From an optimization exercise on the open Yosys and OpenROAD flow, aimed at small area, a short achievable clock period and few clock cycles per item; shortcuts taken in it are not production practice. At most, simulation tests tie the RTL to the original design; equivalence was not proved. Power figures rest on the tool's default switching activity, not on a simulated workload.

==> flow/design.v <==
package peTypes;
  localparam int dataWidth = 8;
  localparam int bufferDepth = 256;
  localparam int addressWidth = 8;
  localparam int requesterCount = 4;
  localparam logic [addressWidth-1:0] outputBase = 8'd128;
  localparam logic [dataWidth-1:0] opPool = 8'd2;
  localparam logic [dataWidth-1:0] opRelu = 8'd3;
  localparam int inputCredits = 2;
  localparam int outputCredits = 4;
  localparam logic signed [dataWidth-1:0] mostNegative = 8'sh80;
  typedef struct packed {
    logic valid;
    logic [dataWidth-1:0] data;
  } streamByte;
  typedef struct packed {
    logic valid;
    logic write;
    logic [addressWidth-1:0] address;
    logic [dataWidth-1:0] data;
  } bufferRequest;
  typedef struct packed {
    logic [7:0] opcode;
    logic [7:0] channels;
    logic [7:0] outRows;
    logic [7:0] outCols;
    logic [7:0] windowRows;
    logic [7:0] windowCols;
    logic [7:0] rowStride;
    logic [7:0] colStride;
    logic [15:0] inRows;
    logic [15:0] inCols;
    logic [15:0] inputSize;
    logic [15:0] outputSize;
  } layerConfig;
endpackage
`timescale 1ns/1ps
module poolReluPE (
  input logic clock,
  input logic reset,
  input logic inValid,
  input logic [7:0] inData,
  output logic inCredit,
  output logic outValid,
  output logic [7:0] outData,
  input logic outCreditReturn
);
  logic hv, tv;
  logic [7:0] hd, td;
  logic pop;
  logic [7:0] x;
  assign x = hd;
  always_ff @(posedge clock) begin
    if (reset) begin
      hv <= 1'b0;
      tv <= 1'b0;
      inCredit <= 1'b0;
    end else begin
      inCredit <= pop;
      if (pop) begin
        hv <= tv || inValid;
        tv <= tv && inValid;
      end else if (!hv) begin
        hv <= inValid;
      end else if (inValid) begin
        tv <= 1'b1;
      end
    end
  end
  always_ff @(posedge clock) begin
    if (pop) begin
      hd <= tv ? td : inData;
    end else if (!hv) begin
      hd <= inData;
    end
    if (inValid && (pop ? tv : hv)) begin
      td <= inData;
    end
  end
  typedef enum logic [1:0] {
    waitOpcode,
    readDims,
    streamData
  } parserState;
  parserState state;
  logic isRelu;
  logic [2:0] dimIndex;
  logic [6:0] oRM1, oCM1, wRM1, wCM1, sRM1, sCM1;
  logic fast;
  logic lastDim;
  logic [6:0] xM1;
  assign xM1 = 7'(x - 8'd1);
  assign lastDim = isRelu ? dimIndex == 3'd2 : dimIndex == 3'd6;
  logic [6:0] rLoLeft, rHiLeft, rPd, rCd;
  logic [6:0] cLo, cHi, cPd, cCd;
  logic rOpen, cOpen;
  logic [6:0] chanLeft;
  logic [5:0] rowBase;
  logic slotLo, slotHi;
  logic rowOpens, rowCloses, rowCovered, rowEnd;
  logic colOpens, colCloses, colCovered, colEnd;
  logic chanEnd;
  assign rowOpens = rOpen;
  assign rowCloses = rCd == 7'd0;
  assign rowCovered = rLoLeft >= rHiLeft;
  assign rowEnd = rowCloses && rLoLeft == 7'd0;
  assign colOpens = cOpen;
  assign colCloses = cCd == 7'd0;
  assign colCovered = cLo <= cHi;
  assign colEnd = colCloses && cLo == oCM1;
  assign chanEnd = chanLeft == 7'd0;
  logic signed [7:0] acc [2];
  logic signed [7:0] accMax [2];
  logic signed [7:0] hval;
  logic signed [7:0] xs;
  assign xs = (isRelu && x[7]) ? 8'sd0 : x;
  always_comb begin
    for (int j = 0; j < 2; j++) begin
      accMax[j] = (xs > acc[j]) ? xs : acc[j];
    end
  end
  assign hval = (wCM1 == 7'd0) ? xs : accMax[slotLo];
  logic [5:0] pk;           
  logic [6:0] pc;
  logic slowLastPc;
  logic wantItem;
  logic byteDone;
  logic loadItem;
  logic aReady;
  logic dataByte;
  assign pc = fast ? cLo : cLo + 7'(pk);
  assign slowLastPc = pc == cHi;
  assign dataByte = state == streamData && hv;
  assign wantItem = rowCovered && (fast ? colCloses : colCovered);
  assign loadItem = dataByte && wantItem && aReady;
  assign byteDone = !wantItem || (aReady && (fast || slowLastPc));
  assign pop = hv && (state != streamData || byteDone);
  logic aV;
  logic signed [7:0] aVal;
  logic [5:0] aAddr;
  logic [5:0] aCnt;
  logic aFirst;
  logic aLast;
  logic aGo;
  logic bV;
  logic signed [7:0] bVal;
  logic signed [7:0] bOld;
  logic [5:0] bAddr;
  logic bFirst;
  logic bLast;
  logic bGo;
  logic bWrite;
  logic signed [7:0] newv;
  logic [2:0] credits;
  logic signed [7:0] mem [64];
  logic [5:0] aAddrNext;
  logic [3:0] aSel0, aSel1, aSel2;
  logic signed [7:0] rdData;
  assign aAddrNext = loadItem ? rowBase + pc[5:0] : aAddr + oCM1[5:0] + 6'd1;
  always_comb begin
    rdData = '0;
    for (int i = 0; i < 64; i++) begin
      rdData = rdData | (mem[i] & {8{aSel0[i % 4] && aSel1[(i / 4) % 4] && aSel2[i / 16]}});
    end
  end
  assign bGo = bV && (!bLast || credits != 3'd0);
  assign bWrite = bGo && !bLast;
  assign aGo = aV && (!bV || bGo);
  assign aReady = !aV || (aGo && aCnt == 6'd0);
  always_ff @(posedge clock) begin
    if (reset) begin
      aV <= 1'b0;
    end else if (loadItem) begin
      aV <= 1'b1;
    end else if (aGo && aCnt == 6'd0) begin
      aV <= 1'b0;
    end
  end
  always_ff @(posedge clock) begin
    if (loadItem || aGo) begin
      aAddr <= aAddrNext;
      aSel0 <= 4'b0001 << aAddrNext[1:0];
      aSel1 <= 4'b0001 << aAddrNext[3:2];
      aSel2 <= 4'b0001 << aAddrNext[5:4];
    end
  end
  always_ff @(posedge clock) begin
    if (loadItem) begin
      aVal <= fast ? hval : xs;
      aCnt <= 6'(rLoLeft - rHiLeft);
      aFirst <= rowOpens && (fast || (slowLastPc && colOpens));
      aLast <= rowCloses && (fast || (pk == 6'd0 && colCloses));
    end else if (aGo) begin
      aCnt <= aCnt - 6'd1;
      aLast <= 1'b0;
    end
  end
  assign newv = bFirst ? bVal : ((bVal > bOld) ? bVal : bOld);
  always_ff @(posedge clock) begin
    if (reset) begin
      bV <= 1'b0;
    end else if (aGo) begin
      bV <= 1'b1;
    end else if (bGo) begin
      bV <= 1'b0;
    end
  end
  always_ff @(posedge clock) begin
    if (aGo) begin
      bVal <= aVal;
      bAddr <= aAddr;
      bFirst <= aFirst && aCnt == 6'd0;
      bLast <= aLast;
      bOld <= (bWrite && bAddr == aAddr) ? newv : rdData;
    end
  end
  always_ff @(posedge clock) begin
    if (bWrite) mem[bAddr] <= newv;
  end
  always_ff @(posedge clock) begin
    outData <= newv;
  end
  always_ff @(posedge clock) begin
    if (reset) begin
      outValid <= 1'b0;
      credits <= 3'd4;
    end else begin
      outValid <= bGo && bLast;
      credits <= credits - 3'(bGo && bLast) + 3'(outCreditReturn);
    end
  end
  always_ff @(posedge clock) begin
    if (reset) begin
      state <= waitOpcode;
    end else if (pop) begin
      case (state)
        waitOpcode: begin
          if (x == 8'd2 || x == 8'd3) state <= readDims;
        end
        readDims: begin
          if (lastDim) state <= streamData;
        end
        default: begin
          if (colEnd && rowEnd && chanEnd) state <= waitOpcode;
        end
      endcase
    end
  end
  always_ff @(posedge clock) begin
    if (pop && state == waitOpcode) begin
      isRelu <= x[0];
      dimIndex <= 3'd0;
      wRM1 <= 7'd0;
      wCM1 <= 7'd0;
      sRM1 <= 7'd0;
      sCM1 <= 7'd0;
      fast <= 1'b1;
    end
    if (pop && state == readDims) begin
      dimIndex <= dimIndex + 3'd1;
      if (isRelu) begin
        case (dimIndex)
          3'd0: oRM1 <= xM1;
          3'd1: oCM1 <= xM1;
          default: ;
        endcase
      end else begin
        case (dimIndex)
          3'd0: ;
          3'd1: oRM1 <= xM1;
          3'd2: oCM1 <= xM1;
          3'd3: wRM1 <= xM1;
          3'd4: begin
            wCM1 <= xM1;
            fast <= x <= 8'd3;
          end
          3'd5: sRM1 <= xM1;
          default: sCM1 <= xM1;
        endcase
      end
    end
  end
  always_ff @(posedge clock) begin
    if (pop && state == readDims && (isRelu ? dimIndex == 3'd2 : dimIndex == 3'd0)) begin
      chanLeft <= xM1;
    end else if (pop && state == streamData && colEnd && rowEnd) begin
      chanLeft <= chanLeft - 7'd1;
    end
  end
  always_ff @(posedge clock) begin
    if ((pop && state == readDims && lastDim) ||
        (pop && state == streamData && colEnd && rowEnd)) begin
      rLoLeft <= oRM1;
      rHiLeft <= oRM1;
      rOpen <= 1'b1;
      rPd <= sRM1;
      rCd <= wRM1;
      rowBase <= 6'd0;
    end else if (pop && state == streamData && colEnd) begin
      if (rPd == 7'd0 && rHiLeft != 7'd0) begin
        rHiLeft <= rHiLeft - 7'd1;
        rOpen <= 1'b1;
        rPd <= sRM1;
      end else begin
        rOpen <= 1'b0;
        rPd <= rPd - 7'd1;
      end
      if (rowCloses) begin
        rLoLeft <= rLoLeft - 7'd1;
        rCd <= sRM1;
        rowBase <= rowBase + oCM1[5:0] + 6'd1;
      end else begin
        rCd <= rCd - 7'd1;
      end
    end
  end
  always_ff @(posedge clock) begin
    if ((pop && state == readDims && lastDim) || (pop && state == streamData && colEnd)) begin
      cLo <= 7'd0;
      cHi <= 7'd0;
      cOpen <= 1'b1;
      cPd <= (state == readDims) ? (isRelu ? 7'd0 : xM1) : sCM1;
      cCd <= wCM1;
      slotLo <= 1'b0;
      slotHi <= 1'b0;
    end else if (pop && state == streamData) begin
      if (cPd == 7'd0 && cHi != oCM1) begin
        cHi <= cHi + 7'd1;
        cOpen <= 1'b1;
        cPd <= sCM1;
        slotHi <= !slotHi;
      end else begin
        cOpen <= 1'b0;
        cPd <= cPd - 7'd1;
      end
      if (colCloses) begin
        cLo <= cLo + 7'd1;
        cCd <= sCM1;
        slotLo <= !slotLo;
      end else begin
        cCd <= cCd - 7'd1;
      end
    end
  end
  always_ff @(posedge clock) begin
    if (reset || pop) begin
      pk <= 6'd0;
    end else if (loadItem) begin
      pk <= pk + 6'd1;
    end
  end
  always_ff @(posedge clock) begin
    if (dataByte && byteDone) begin
      for (int j = 0; j < 2; j++) begin
        acc[j] <= (colOpens && slotHi == 1'(j)) ? xs : accMax[j];
      end
    end
  end
endmodule
Settings: LEC_CHECK=0, CAP_MARGIN=20, CORE_MARGIN=2, CORE_UTILIZATION=65, CTS_CLUSTER_DIAMETER=60, CTS_CLUSTER_SIZE=28, PLACE_DENSITY=0.75, SLEW_MARGIN=20; clock period 15.0 ns.
standard.sh (not shown) runs the stock make flow with config.mk's settings and CLKGATE_MAP_FILE= SYNTH_SCRIPT=/design/flow/synth_recipe.tcl, a recipe that flattens the netlist after the stock synthesis.
==> flow/flow/run.sh <==
#!/bin/bash
# Standard layout, with repair_timing asked to leave extra setup slack so the
# layout runs faster than the 15 ns the clock allows (the SDC is unchanged),
# and clock tree synthesis without dummy balancing loads.
set -euo pipefail
bash standard.sh SETUP_SLACK_MARGIN=11 \
  "CTS_ARGS=-sink_clustering_enable -repair_clock_nets -sink_clustering_size 28 -sink_clustering_max_diameter 60 -dont_use_dummy_load" \
  finish > standard_flow.log 2>&1
The baseline went through all stages and came out clean.
Change:
--- a/flow/design.v
+++ b/flow/design.v
@@ -154,12 +154,9 @@
   logic [2:0] credits;
   logic signed [7:0] mem [64];
-  logic [5:0] aAddrNext;
-  logic [3:0] aSel0, aSel1, aSel2;
   logic signed [7:0] rdData;
-  assign aAddrNext = loadItem ? rowBase + pc[5:0] : aAddr + oCM1[5:0] + 6'd1;
   always_comb begin
     rdData = '0;
     for (int i = 0; i < 64; i++) begin
-      rdData = rdData | (mem[i] & {8{aSel0[i % 4] && aSel1[(i / 4) % 4] && aSel2[i / 16]}});
+      rdData = rdData | (mem[i] & {8{aAddr == 6'(i)}});
     end
   end
@@ -178,14 +175,7 @@
   end
   always_ff @(posedge clock) begin
-    if (loadItem || aGo) begin
-      aAddr <= aAddrNext;
-      aSel0 <= 4'b0001 << aAddrNext[1:0];
-      aSel1 <= 4'b0001 << aAddrNext[3:2];
-      aSel2 <= 4'b0001 << aAddrNext[5:4];
-    end
-  end
-  always_ff @(posedge clock) begin
     if (loadItem) begin
       aVal <= fast ? hval : xs;
+      aAddr <= rowBase + pc[5:0];
       aCnt <= 6'(rLoLeft - rHiLeft);
       aFirst <= rowOpens && (fast || (slowLastPc && colOpens));
@@ -193,4 +183,5 @@
     end else if (aGo) begin
       aCnt <= aCnt - 6'd1;
+      aAddr <= aAddr + oCM1[5:0] + 6'd1;
       aLast <= 1'b0;
     end
What happened: Area after synthesis grows slightly; final area rose slightly; first-iteration DRC count shrinks slightly; worst hold slack improved by 3.3 ps; sequential power came out lower slightly; synthesized cell count came out higher slightly; via count grows by a few percent; clock-buffer cell count fell by 1; routed wire length is higher by a little under a tenth; utilization is higher by 1.1 points; combinational power came out higher by a few percent; final cell count went up by a few percent.
Testbench counts after the change, summed over its fixed seeds: cycles 9,996, outputs 4,525.
No functional check of the RTL was part of the first run of this note.

// poolReluPE: RTL as listed in full above, without the edits since
==> flow/config.mk <==
export PLATFORM = sky130hd
export DESIGN_NAME = poolReluPE
export DESIGN_NICKNAME = poolReluPE
export VERILOG_FILES = /design/flow/design.v
export SDC_FILE = /design/flow/constraint.sdc
export NUM_CORES = 4
export LEC_CHECK = 0
export CAP_MARGIN = 20
export CORE_MARGIN = 2
export CORE_UTILIZATION = 65
export CTS_CLUSTER_DIAMETER = 60
export CTS_CLUSTER_SIZE = 28
export PLACE_DENSITY = 0.75
export SLEW_MARGIN = 20
==> flow/constraint.sdc <==
create_clock -name core_clock -period 15.0 [get_ports {clock}]
set_input_delay 3.0000 -clock core_clock [delete_from_list [all_inputs] [get_ports {clock}]]
set_output_delay 3.0000 -clock core_clock [all_outputs]
set_load 0.01 [all_outputs]
==> flow/flow/run.sh <==
#!/bin/bash
# Standard layout, with repair_timing asked to leave extra setup slack so the
# layout runs faster than the 15 ns the clock allows (the SDC is unchanged).
set -euo pipefail
bash standard.sh SETUP_SLACK_MARGIN=11 finish > standard_flow.log 2>&1
The baseline ran to the end with no violations.
Then changed:
--- a/flow/design.v
+++ b/flow/design.v
@@ -152,16 +152,13 @@
   logic bWrite;
   logic signed [7:0] newv;
   logic [2:0] credits;
   logic signed [7:0] mem [64];
-  logic [5:0] aAddrNext;
-  logic [3:0] aSel0, aSel1, aSel2;
   logic signed [7:0] rdData;
-  assign aAddrNext = loadItem ? rowBase + pc[5:0] : aAddr + oCM1[5:0] + 6'd1;
   always_comb begin
     rdData = '0;
     for (int i = 0; i < 64; i++) begin
-      rdData = rdData | (mem[i] & {8{aSel0[i % 4] && aSel1[(i / 4) % 4] && aSel2[i / 16]}});
+      rdData = rdData | (mem[i] & {8{aAddr == 6'(i)}});
     end
   end
   assign bGo = bV && (!bLast || credits != 3'd0);
   assign bWrite = bGo && !bLast;
@@ -176,23 +173,17 @@
       aV <= 1'b0;
     end
   end
   always_ff @(posedge clock) begin
-    if (loadItem || aGo) begin
-      aAddr <= aAddrNext;
-      aSel0 <= 4'b0001 << aAddrNext[1:0];
-      aSel1 <= 4'b0001 << aAddrNext[3:2];
-      aSel2 <= 4'b0001 << aAddrNext[5:4];
-    end
-  end
-  always_ff @(posedge clock) begin
     if (loadItem) begin
       aVal <= fast ? hval : xs;
+      aAddr <= rowBase + pc[5:0];
       aCnt <= 6'(rLoLeft - rHiLeft);
       aFirst <= rowOpens && (fast || (slowLastPc && colOpens));
       aLast <= rowCloses && (fast || (pk == 6'd0 && colCloses));
     end else if (aGo) begin
       aCnt <= aCnt - 6'd1;
+      aAddr <= aAddr + oCM1[5:0] + 6'd1;
       aLast <= 1'b0;
     end
   end
   assign newv = bFirst ? bVal : ((bVal > bOld) ? bVal : bOld);
- core utilization rises by 1.4 points
- count of clock-buffer cells in the layout falls by 6
- synthesized area rises by 0.30%
- final cell count rises by 3.2%
- routed wire length rises by 7.3%
- via count rises by 5.6%
- design area rises by 2.2%
- first-iteration DRC count falls by 3.4%
- total power rises by 0.97%
Testbench counts after the change, summed over its fixed seeds: cycles 9,996, outputs 4,525.
For the first run of this note, only the layout was checked, not whether the RTL still works.

## re-timing with driven ports
The flow's constraints put no driver on any port. The routed layouts listed below were extracted and timed again, unchanged, in two steps. Step 1: set_driving_cell puts a clkbuf_16 on clock and a buf_2 on each other input, an assumption about the parent block. Step 2 adds t to the input delays and takes it off the output delays; t is the mean of the earliest and latest rising clock arrival at the registers after step 1. Input paths then give back, and output paths get back, about the clock's delay inside the block. Three values: no drivers, after step 1, after step 2; two values: the first two.
| run | t, ns | setup slack, ns | latest minus earliest clock arrival (ns) | slew at the worst register clock pin (ns) |
|---|---|---|---|---|
| the first run of note 1 | 0.649 | 10.866 / 10.866 / 10.473 | 0.067 / 0.067 | 0.10 / 0.10 |
| the second run of note 1 | 0.657 | 10.974 / 10.916 / 10.417 | 0.051 / 0.051 | 0.10 / 0.10 |
| the first run of note 2 | 0.666 | 10.906 / 10.905 / 10.469 | 0.048 / 0.049 | 0.11 / 0.11 |
| the second run of note 2 | 0.674 | 10.834 / 10.834 / 10.397 | 0.030 / 0.030 | 0.10 / 0.10 |
After both steps setup and hold are still met in every run listed. For the second run of note 1, which loses most, drivers alone change the setup slack by -0.058 ns; drivers and shift together by -0.557 ns.
